This design comes from an exercise in tuning for small area, a short achievable clock period and few clock cycles per item on the open sky130 flow, not from production work. Only simulation tests tie the RTL to the original design; equivalence was not proved.

==> flow/design.v <==
package dit_fft_8_pkg;
    localparam int W    = 16;    
    localparam int FRAC = 8;     
    localparam int TW   = 181;   
    localparam int IW   = 20;
    typedef logic signed [IW-1:0] work_t;
    typedef logic        [W-1:0]  sample_t;
    typedef enum logic [2:0] {IDLE, LOAD, S1, S2, S3, DONE} state_t;
    typedef enum logic [1:0] {TW_W0, TW_W1, TW_W2, TW_W3} tw_sel_t;
    function automatic logic [2:0] bit_rev(input logic [2:0] i);
        bit_rev = {i[0], i[1], i[2]};
    endfunction
    function automatic work_t sm_to_tc(input sample_t sm);
        work_t mag;
        mag = work_t'({{(IW-W+1){1'b0}}, sm[W-2:0]});
        sm_to_tc = sm[W-1] ? -mag : mag;
    endfunction
    function automatic sample_t tc_to_sm(input work_t v);
        logic [IW-1:0] mag;
        mag = v[IW-1] ? -v : v;
        if (|mag[IW-1:W-1])
            tc_to_sm = {v[IW-1], {(W-1){1'b1}}};
        else
            tc_to_sm = {v[IW-1], mag[W-2:0]};
    endfunction
endpackage
module fft_butterfly (
    input  dit_fft_8_pkg::work_t   a_r,
    input  dit_fft_8_pkg::work_t   a_i,
    input  dit_fft_8_pkg::work_t   b_r,
    input  dit_fft_8_pkg::work_t   b_i,
    input  dit_fft_8_pkg::tw_sel_t tw_sel,
    output dit_fft_8_pkg::work_t   ap_r,
    output dit_fft_8_pkg::work_t   ap_i,
    output dit_fft_8_pkg::work_t   bp_r,
    output dit_fft_8_pkg::work_t   bp_i
);
    localparam int              PW   = dit_fft_8_pkg::IW + 9;
    localparam logic signed [8:0] TW_S = 9'(dit_fft_8_pkg::TW);
    dit_fft_8_pkg::work_t p_r, p_i, wb_r, wb_i;
    assign p_r = dit_fft_8_pkg::work_t'((PW'(b_r) * PW'(TW_S)) >>> dit_fft_8_pkg::FRAC);
    assign p_i = dit_fft_8_pkg::work_t'((PW'(b_i) * PW'(TW_S)) >>> dit_fft_8_pkg::FRAC);
    always_comb begin
        wb_r = b_r;
        wb_i = b_i;
        case (tw_sel)
            dit_fft_8_pkg::TW_W1:   begin wb_r = p_r + p_i; wb_i = p_i - p_r;    end
            dit_fft_8_pkg::TW_W2:   begin wb_r = b_i;       wb_i = -b_r;         end
            dit_fft_8_pkg::TW_W3:   begin wb_r = p_i - p_r; wb_i = -(p_r + p_i); end
            default: ;
        endcase
    end
    assign ap_r = a_r + wb_r;
    assign ap_i = a_i + wb_i;
    assign bp_r = a_r - wb_r;
    assign bp_i = a_i - wb_i;
endmodule
module dit_fft_8 (
    input  logic         clk,
    input  logic         RST_N,
    input  logic         write,
    input  logic         start,
    input  logic [dit_fft_8_pkg::W-1:0] in0_r, in1_r, in2_r, in3_r, in4_r, in5_r, in6_r, in7_r,
    input  logic [dit_fft_8_pkg::W-1:0] in0_i, in1_i, in2_i, in3_i, in4_i, in5_i, in6_i, in7_i,
    output logic [dit_fft_8_pkg::W-1:0] out0_r, out1_r, out2_r, out3_r, out4_r, out5_r, out6_r, out7_r,
    output logic [dit_fft_8_pkg::W-1:0] out0_i, out1_i, out2_i, out3_i, out4_i, out5_i, out6_i, out7_i,
    output logic         ready
);
    dit_fft_8_pkg::state_t     state, state_nxt;
    logic       start_q, start_edge;
    logic       launch, take_write, run_stage, publish;
    logic [7:0][dit_fft_8_pkg::W-1:0]  in_r, in_i, smp_r, smp_i, res_r, res_i;
    logic [7:0][dit_fft_8_pkg::IW-1:0] work_r, work_i, stage_r, stage_i;
    logic [3:0][2:0]    idx_a, idx_b;
    logic [3:0][1:0]    tw;
    logic [3:0][dit_fft_8_pkg::IW-1:0] ap_r, ap_i, bp_r, bp_i;
    assign in_r = {in7_r, in6_r, in5_r, in4_r, in3_r, in2_r, in1_r, in0_r};
    assign in_i = {in7_i, in6_i, in5_i, in4_i, in3_i, in2_i, in1_i, in0_i};
    assign {out7_r, out6_r, out5_r, out4_r, out3_r, out2_r, out1_r, out0_r} = res_r;
    assign {out7_i, out6_i, out5_i, out4_i, out3_i, out2_i, out1_i, out0_i} = res_i;
    assign start_edge = start & ~start_q;
    always_ff @(posedge clk or posedge RST_N) begin
        if (RST_N) start_q <= 1'b0;
        else       start_q <= start;
    end
    always_ff @(posedge clk or posedge RST_N) begin
        if (RST_N) state <= dit_fft_8_pkg::IDLE;
        else       state <= state_nxt;
    end
    always_comb begin
        state_nxt = state;
        case (state)
            dit_fft_8_pkg::IDLE, dit_fft_8_pkg::DONE: if (start_edge) state_nxt = dit_fft_8_pkg::LOAD;
            dit_fft_8_pkg::LOAD:       state_nxt = dit_fft_8_pkg::S1;
            dit_fft_8_pkg::S1:         state_nxt = dit_fft_8_pkg::S2;
            dit_fft_8_pkg::S2:         state_nxt = dit_fft_8_pkg::S3;
            dit_fft_8_pkg::S3:         state_nxt = dit_fft_8_pkg::DONE;
            default:    state_nxt = dit_fft_8_pkg::IDLE;
        endcase
    end
    always_comb begin
        take_write = 1'b0;
        launch     = 1'b0;
        run_stage  = 1'b0;
        publish    = 1'b0;
        case (state)
            dit_fft_8_pkg::IDLE, dit_fft_8_pkg::DONE:   begin take_write = write; launch = start_edge; end
            dit_fft_8_pkg::LOAD, dit_fft_8_pkg::S1, dit_fft_8_pkg::S2: run_stage = 1'b1;
            dit_fft_8_pkg::S3:           publish   = 1'b1;
            default:      ;
        endcase
    end
    always_comb begin
        for (int k = 0; k < 4; k++) begin
            idx_a[k] = 3'(2 * k);
            idx_b[k] = 3'(2 * k + 1);
            tw[k]    = 2'(dit_fft_8_pkg::TW_W0);
        end
        case (state)
            dit_fft_8_pkg::S1: for (int k = 0; k < 4; k++) begin
                idx_a[k] = {k[1], 1'b0, k[0]};
                idx_b[k] = {k[1], 1'b1, k[0]};
                tw[k]    = k[0] ? 2'(dit_fft_8_pkg::TW_W2) : 2'(dit_fft_8_pkg::TW_W0);
            end
            dit_fft_8_pkg::S2: for (int k = 0; k < 4; k++) begin
                idx_a[k] = {1'b0, k[1:0]};
                idx_b[k] = {1'b1, k[1:0]};
                tw[k]    = 2'(k);
            end
            default: ;
        endcase
    end
    for (genvar k = 0; k < 4; k++) begin : g_bf
        fft_butterfly u_bf (
            .a_r    (work_r[idx_a[k]]),
            .a_i    (work_i[idx_a[k]]),
            .b_r    (work_r[idx_b[k]]),
            .b_i    (work_i[idx_b[k]]),
            .tw_sel (dit_fft_8_pkg::tw_sel_t'(tw[k])),
            .ap_r   (ap_r[k]),
            .ap_i   (ap_i[k]),
            .bp_r   (bp_r[k]),
            .bp_i   (bp_i[k])
        );
    end
    always_comb begin
        stage_r = work_r;
        stage_i = work_i;
        for (int k = 0; k < 4; k++) begin
            stage_r[idx_a[k]] = ap_r[k];
            stage_i[idx_a[k]] = ap_i[k];
            stage_r[idx_b[k]] = bp_r[k];
            stage_i[idx_b[k]] = bp_i[k];
        end
    end
    always_ff @(posedge clk or posedge RST_N) begin
        if (RST_N) begin
            smp_r <= '0;
            smp_i <= '0;
        end else if (take_write) begin
            smp_r <= in_r;
            smp_i <= in_i;
        end
    end
    always_ff @(posedge clk or posedge RST_N) begin
        if (RST_N) begin
            work_r <= '0;
            work_i <= '0;
        end else if (launch) begin
            for (int i = 0; i < 8; i++) begin
                work_r[i] <= dit_fft_8_pkg::sm_to_tc(take_write ? in_r[dit_fft_8_pkg::bit_rev(3'(i))] : smp_r[dit_fft_8_pkg::bit_rev(3'(i))]);
                work_i[i] <= dit_fft_8_pkg::sm_to_tc(take_write ? in_i[dit_fft_8_pkg::bit_rev(3'(i))] : smp_i[dit_fft_8_pkg::bit_rev(3'(i))]);
            end
        end else if (run_stage) begin
            work_r <= stage_r;
            work_i <= stage_i;
        end
    end
    always_ff @(posedge clk or posedge RST_N) begin
        if (RST_N) begin
            res_r <= '0;
            res_i <= '0;
        end else if (publish) begin
            for (int i = 0; i < 8; i++) begin
                res_r[i] <= dit_fft_8_pkg::tc_to_sm(work_r[i]);
                res_i[i] <= dit_fft_8_pkg::tc_to_sm(work_i[i]);
            end
        end
    end
    always_ff @(posedge clk or posedge RST_N) begin
        if (RST_N)                    ready <= 1'b0;
        else if (publish)             ready <= 1'b1;
        else if (launch || take_write) ready <= 1'b0;
    end
endmodule
==> flow/run.sh <==
#!/bin/bash
# synth_recipe.tcl (not shown) runs the flow's synth.tcl, then flattens the netlist and writes it again
# the make line also repeats each setting of config.mk as NAME=value (left out here)
make -C /OpenROAD-flow-scripts/flow DESIGN_CONFIG=/design/flow/config.mk WORK_HOME=/design/flow/orfs CLKGATE_MAP_FILE= SYNTH_SCRIPT=/design/flow/synth_recipe.tcl finish
==> flow/config.mk <==
export PLATFORM = sky130hd
export DESIGN_NAME = dit_fft_8
export DESIGN_NICKNAME = dit_fft_8
export VERILOG_FILES = /design/flow/design.v
export SDC_FILE = /design/flow/constraint.sdc
export NUM_CORES = 4
export LEC_CHECK = 0
export CAP_MARGIN = 20
export CORE_MARGIN = 2
export CORE_UTILIZATION = 40
export SLEW_MARGIN = 20
==> flow/constraint.sdc <==
create_clock -name core_clock -period 11.0 [get_ports {clk}]
set_input_delay 2.2000 -clock core_clock [delete_from_list [all_inputs] [get_ports {clk}]]
set_output_delay 2.2000 -clock core_clock [all_outputs]
set_load 0.01 [all_outputs]
==> notes.md <==
## kinds of logic (layout without fill, tap and decap cells)
| group | after synthesis | in the layout | synth area share [%] |
|---|---|---|---|
| flops | 837 | 837 | 25.3 |
| other cells | 2 | 10 | 0.00907 |
| compound gates | 2586 | 2586 | 19.3 |
| fa+ha+maj | 1000 | 1000 | 17.2 |
| simple gates | 3045 | 3045 | 16.1 |
| mux | 382 | 382 | 4.62 |
| xor+xnor | 900 | 900 | 9.54 |
| buf+inv | 1711 | 2156 | 7.91 |
## layer usage
layer  global-route usage, %  vias up  wire length (um)
met3                    8.96      782             41100
met1                    50.3    39700            167000
met4                    14.3       40             18100
li1                        -    36200                 -
met2                    50.5     4222            156000
met5                       0        -               261
## stage by stage
step,TNS (ps),worst slack (ps),instance area (um2),hold slack [ps]
2_1_floorplan,-2258450,-2700,82800,455
3_3_place_gp,0,490,91800,460
3_5_place_dp,0,511,91800,463
4_1_cts,0,443,95600,478
5_1_grt,0,12.8,95700,498
6_report,0,254,95700,474
## flip-flops by register name (all words and copies together) (netlist names)
register  cells
res_i       128
state         3
res_r       128
ready         1
smp_r       128
smp_i       128
work_i      160
start_q       1
work_r      160
## synth_stat cells (223+ instances only)
cell / number
inv_1: 1092
nor2_1: 957
nand2_1: 1222
clkbuf_1: 479
xnor2_1: 614
ha_1: 768
o21ai_0: 575
a21oi_1: 879
fa_1: 232
xor2_1: 284
mux2i_1: 377
dfrtp_1: 837
nor3_1: 223
## layout make-up
type / instances / area [um2] / area share [%]
clock inverter: 56 / 761 / 0.795
tap: 2704 / 3380 / 3.54
inverter: 1105 / 4160 / 4.34
multi-input combinational: 7916 / 55500 / 58.0
timing repair buffer: 857 / 7930 / 8.28
sequential: 837 / 20900 / 21.9
clock buffer: 138 / 2980 / 3.12
antenna: 7 / 17.5 / 0.0183
## worst max-delay path, delay by kind of cell (launching register included)
family | cells | cell delay [ps]
xor gates and xnor gates | 3 | 680
muxes | 1 | 610
AOI/OAI and AO/OA | 15 | 3470
adders and majority gates | 7 | 2730
and+or+nand+nor | 5 | 1400
DFF | 1 | 380
buffers and inverters | 8 | 1290
## what timing repair did
item / CTS / global route
endpoints found under the hold margin: 0 / 0
gates resized for setup: 0 / 4
endpoints found under the setup margin: 0 / 11
buffers inserted: 0 / 4
## worst min path at each step
stage                                       from                      to  slack, ps  depth (start not counted)
after global placement    res_r[127]$_DFFE_PP0P_  res_r[127]$_DFFE_PP0P_        460                          2
after CTS                  res_i[47]$_DFFE_PP0P_   res_i[47]$_DFFE_PP0P_        480                          2
after global routing       res_i[47]$_DFFE_PP0P_   res_i[47]$_DFFE_PP0P_        500                          2
after floorplan            smp_r[80]$_DFFE_PP0P_   smp_r[80]$_DFFE_PP0P_        460                          2
after detailed placement   res_i[47]$_DFFE_PP0P_   res_i[47]$_DFFE_PP0P_        460                          2
final                      res_i[47]$_DFFE_PP0P_   res_i[47]$_DFFE_PP0P_        470                          2
==> notes.md <==
- Final setup skew: 58.1 ps
- Post-DP HPWL: 304000 um
- IO Pins: 517
- Post-DR vias/cell: 5.94
- Iter 0 DRT Violations: 9557
- Max_cap viols: 0
- GRT Residual Overflow: 0
- CP Class: flop to flop
- Worst Tran Pin Value: 1290 ps
- Crit share post-route: 97.7%
- I/O Buffers: 516
- Final hold vios: 0
- Final WL: 382000 um
- Routed vias: 80900
- DIE AREA: 211000 um2
- Critical Path Source: state[2]$_DFFE_PP0P_
- Top-area cell type share of the netlist area: 25.3%
- Total iterations of the first detailed-routing run: 6
- Skew-Pair Late Insertion Delay: 800 ps
- CTS tree: yes
- Most frequent cells in the layout: 1221 x nand2_1, 1091 x inv_1, 953 x nor2_1
- Gate count after technology mapping: 10500
- Root Driver: clkbuf_16
- DRC viols: 0
- Layout cells sized above 1: 5.59%
- Post-layout util: 46.3%
- Top post-synthesis cells by area: dfrtp_1 25%, ha_1 12%, xnor2_1 6.5%
- Placer Congestion: 1.05
- Cell Rows: 167
- Worst Setup EP: work_i[119]$_DFFE_PP0P_
- Sinks on Clock Net: 837
- Core box area: 206000 um2
- Reg2reg start: state[2]$_DFFE_PP0P_
- Antenna viol nets, final: 0
- RSZ-0062 raised after global routing: false
- Yosys cell types: 91
- Worst-path clk slew: 60 ps
- R2R setup slack: 250 ps
- Status: complete, no violations
- CTS buffer count: 104
- Worst path required time: 11650 ps
- Cell taking the most area after synthesis: dfrtp_1
- Sequential fraction of the synthesis area: 25.3%
- Minimum clock period: 10750 ps
- Async set or reset register ratio after synthesis: 100%
- WP data arrival: 11400 ps
- Initial antenna violation count: 38
- F_max: 93.1 MHz
- Average cell area after synthesis: 7.92 um2
- Die width: 459 um
- Cell depth of the worst flop-to-flop path: 39
- Seq cells post-synth: 837
- Mapped Area: 82800 um2
- Die Height: 459 um
- Commonest non-fill, non-tap cell in the layout: nand2_1
- Post-synth EDFFs: 0
- CP max stage cell: mux2i_1
- Post-Layout Cell Count: 13600
- Synthesis-to-layout area growth: 15.5%
- Final net count: 12100
- Synth Flop Type: dfrtp_1
- Vias in the first global route: 77000
- HP Class: flop to flop
- Initial Util: 40.1%
- # fillers: 20500
- Synth warnings: 2
- Max FO, Critical Path: 19
- Clock Path Buffers: 3
- First-pass GRT wire length: 547000 um
- CP endpoint kind: flop
- Hold buffer count at cts: 0
- Critical Path Source Type: flop
- Post-detailed-route wirelength per cell: 28.1 um
- Endpoints failing setup: 0
- Critical Path Max Stage Delay: 610 ps
- Slew Viols, Final: 0
- All-Layer GR Usage: 35.3%
- Max transition margin: 13.5%
- Placed insts: 13400
- Largest net degree at the start of global routing: 183
- FF-to-FF End: work_i[119]$_DFFE_PP0P_
- H-tree depth: 3
Testbench counts, summed over its fixed seeds: cycles 4,800, items 960.

## what the ideal ports hide
In the flow no input, the clock included, has a driving cell. The finished layout below was timed again as built, in two steps. Step 1 assumes that a clkbuf_16 drives the clock port and a buf_2 every other input. Step 2, shift: input delay + t, output delay - t, t = (earliest + latest rising clock arrival at the registers) / 2. This alone moves slack from input paths to output paths. a / b / c = no drivers / after step 1 / after step 2; a / b = the first two.
shift t [ns]: 0.869
slack for setup (ns): 0.254 / 0.254 / 0.254
worst hold slack (ns): 0.474 / 0.474 / 0.474
latest minus earliest clock arrival (ns): 0.062 / 0.062
slew at the worst register clock pin (ns): 0.07 / 0.07
After both steps this run still meets setup and hold. For this run, drivers alone change the setup slack by 0.000 ns; drivers and shift together by 0.000 ns.
